Context: an optimization exercise on an open-source flow, tuned for small area, a short achievable clock period and few clock cycles. The choices shown serve that exercise and are no tape-out recipe.
In this exercise RTL edits were held to simulation tests only and were not proved equivalent to the original.
Power and IR drop assume default switching activity.

// midpoint_circle_generator
module midpoint_circle_generator #(
  parameter int COORD_BITS  = 16,
  parameter int RADIUS_BITS = 14
) (
  input  logic                   clk,
  input  logic                   rst,
  input  logic                   cmd_valid,
  output logic                   cmd_ready,
  input  logic                   cmd_action,
  input  logic [COORD_BITS-1:0]  cmd_center_x,
  input  logic [COORD_BITS-1:0]  cmd_center_y,
  input  logic [RADIUS_BITS-1:0] cmd_radius,
  input  logic                   cmd_fill,
  input  logic                   pix_ready,
  output logic                   pix_valid,
  output logic [COORD_BITS:0]    pix_x_start,
  output logic [COORD_BITS:0]    pix_y_start,
  output logic [COORD_BITS:0]    pix_x_end,
  output logic [COORD_BITS:0]    pix_y_end,
  output logic                   pix_last_of_item,
  output logic                   pix_circle_done
);
Size: roughly 1400 cells after synthesis, roughly 160 flip-flops, about 0.011 mm² of cells after synthesis.
clock: 5.0 ns
lec_check: 0
abc_area: 1
cap_margin: 20
core_margin: 2
core_utilization: 40
cts_buf_list: sky130_fd_sc_hd__clkbuf_8
setup_slack_margin: 2.5
slew_margin: 20
standard.sh (not shown) runs the stock make flow with config.mk's settings and CLKGATE_MAP_FILE= SYNTH_SCRIPT=/design/flow/synth_recipe.tcl, a recipe that flattens the netlist after the stock synthesis.
==> flow/flow/run.sh <==
#!/bin/bash
# The standard layout (standard.sh, unchanged synthesis and steps), except that the port
# buffers it inserts are plain sky130_fd_sc_hd__buf_1 cells rather than the default delay
# cells; the timing repairs resize them where needed. Every port still gets its buffer.
set -euo pipefail
export BUFFER_PORTS_ARGS="-buffer_cell sky130_fd_sc_hd__buf_1"
bash standard.sh > standard.log 2>&1
Testbench counts at the start, summed over its fixed seeds: cycles 39,002.
Change:
==> flow/run.sh (new file) <==
#!/bin/bash
# synth_recipe.tcl (not shown) runs the flow's synth.tcl, then flattens the netlist and writes it again
# the make line also repeats each setting of config.mk as NAME=value (left out here)
make -C /OpenROAD-flow-scripts/flow DESIGN_CONFIG=/design/flow/config.mk WORK_HOME=/design/flow/orfs CLKGATE_MAP_FILE= SYNTH_SCRIPT=/design/flow/synth_recipe.tcl finish
CTS_BUF_LIST = not set   (was sky130_fd_sc_hd__clkbuf_8)
removed: flow/flow/run.sh
removed: flow/standard.sh
=>
- critical path depth came out lower by 2
- register-to-register slack is about the same
- setup slack gets better by 0.0098 ns
- via count hardly moves
- area after synthesis does not change
- first-iteration DRC count drops by a little under a tenth
- total power climbs by a little under a tenth
Change:
==> flow/flow/run.sh (new file) <==
#!/bin/bash
# The standard layout (standard.sh, unchanged synthesis and steps), except that the port
# buffers it inserts are plain sky130_fd_sc_hd__buf_1 cells rather than the default delay
# cells; the timing repairs resize them where needed. Every port still gets its buffer.
set -euo pipefail
export BUFFER_PORTS_ARGS="-buffer_cell sky130_fd_sc_hd__buf_1"
bash standard.sh > standard.log 2>&1
==> flow/standard.sh (new file) <==
#!/bin/bash
# synth_recipe.tcl (not shown) runs the flow's synth.tcl, then flattens the netlist and writes it again
# the make line also repeats each setting of config.mk as NAME=value (left out here)
make -C /OpenROAD-flow-scripts/flow DESIGN_CONFIG=/design/flow/config.mk WORK_HOME=/design/flow/orfs CLKGATE_MAP_FILE= SYNTH_SCRIPT=/design/flow/synth_recipe.tcl "${@:-finish}"
CTS_BUF_LIST = sky130_fd_sc_hd__clkbuf_8   (was not set)
SETUP_SLACK_MARGIN = 2.3   (was 2.5)
removed: flow/run.sh
=> Sequential power stays flat. Core utilization shrinks by 8.0 points. Cell count shrinks by 2.9%. Cell area shrinks by about 14%. Power shrinks by 17%. Fmax shrinks by about 3%. Wire length shrinks by 6.2%. First-iteration DRC count grows by 34%. Worst setup slack loses 0.080 ns. Area after synthesis stays the same.

========
## T
Another version of the RTL of midpoint_circle_generator (not shown whole).
Size: ~120 I/O pins, ~11000 µm² of cells after synthesis.
export LEC_CHECK = 0
export ABC_AREA = 1
export CAP_MARGIN = 20
export CORE_MARGIN = 2
export CORE_UTILIZATION = 40
export CTS_BUF_LIST = sky130_fd_sc_hd__clkbuf_8
export SETUP_SLACK_MARGIN = 2.3
export SLEW_MARGIN = 20
create_clock -name core_clock -period 5.0 [get_ports {clk}]
run.sh (not shown) runs the stock make flow with config.mk's settings and CLKGATE_MAP_FILE= SYNTH_SCRIPT=/design/flow/synth_recipe.tcl, a recipe that flattens the netlist after the stock synthesis.
Stock flow here: none of the scripts above is used.
Testbench counts of T, summed over its fixed seeds: cycles 39,002.
Setup changes, T to P
==> flow/flow/run.sh (new file) <==
#!/bin/bash
# The standard layout (standard.sh, unchanged synthesis and steps), except that the port
# buffers it inserts are plain sky130_fd_sc_hd__buf_1 cells rather than the default delay
# cells; the timing repairs resize them where needed. Every port still gets its buffer.
set -euo pipefail
export BUFFER_PORTS_ARGS="-buffer_cell sky130_fd_sc_hd__buf_1"
bash standard.sh > standard.log 2>&1
==> flow/standard.sh (new file) <==
#!/bin/bash
# synth_recipe.tcl (not shown) runs the flow's synth.tcl, then flattens the netlist and writes it again
# the make line also repeats each setting of config.mk as NAME=value (left out here)
make -C /OpenROAD-flow-scripts/flow DESIGN_CONFIG=/design/flow/config.mk WORK_HOME=/design/flow/orfs CLKGATE_MAP_FILE= SYNTH_SCRIPT=/design/flow/synth_recipe.tcl "${@:-finish}"
removed: flow/run.sh
Findings:
Summary of P over T: number of violations reported at the end of detailed-routing iteration 0 increased by 13% relative to the old numbers, net total in the final layout closely matched the old numbers. Taking T as the reference, in P flip-flop and latch area held, post-layout instance count excluding filler cells has remained practically unchanged, total power decreased by 0.077 mW relative to the old numbers.

==> static timing again, ports no longer ideal <==
How much do the figures lean on ideal ports? The routed layouts below were timed once more, with nothing changed but the port constraints. Step 1: set_driving_cell puts a clkbuf_16 on clk and a buf_2 on each other input, an assumption about the parent block. Step 2 adds t to the input delays and takes it off the output delays; t is the mean of the earliest and latest rising clock arrival at the registers after step 1. Input paths then give back, and output paths get back, about the clock's delay inside the block. a / b / c = ideal / step 1 / step 2; a / b = the first two.
| run | t, ns | slack for setup (ns) | clock arrival spread, ns | worst register clock-pin slew, ns |
|---|---|---|---|---|
| the first run of note 1 | 0.516 | 2.414 / 2.414 / 2.074 | 0.031 / 0.031 | 0.11 / 0.11 |
| the second run of note 1 | 0.477 | 2.424 / 2.424 / 2.104 | 0.017 / 0.017 | 0.07 / 0.07 |
| the third run of note 1 | 0.506 | 2.344 / 2.344 / 1.981 | 0.024 / 0.024 | 0.11 / 0.11 |
| T | 0.500 | 2.197 / 2.170 / 1.784 | 0.013 / 0.013 | 0.10 / 0.10 |
| P | 0.497 | 2.469 / 2.446 / 2.020 | 0.027 / 0.027 | 0.11 / 0.11 |
After both steps every run listed still meets setup and hold. The setup slack of P, which loses most, moves by -0.023 ns with the drivers and by -0.449 ns with both steps.
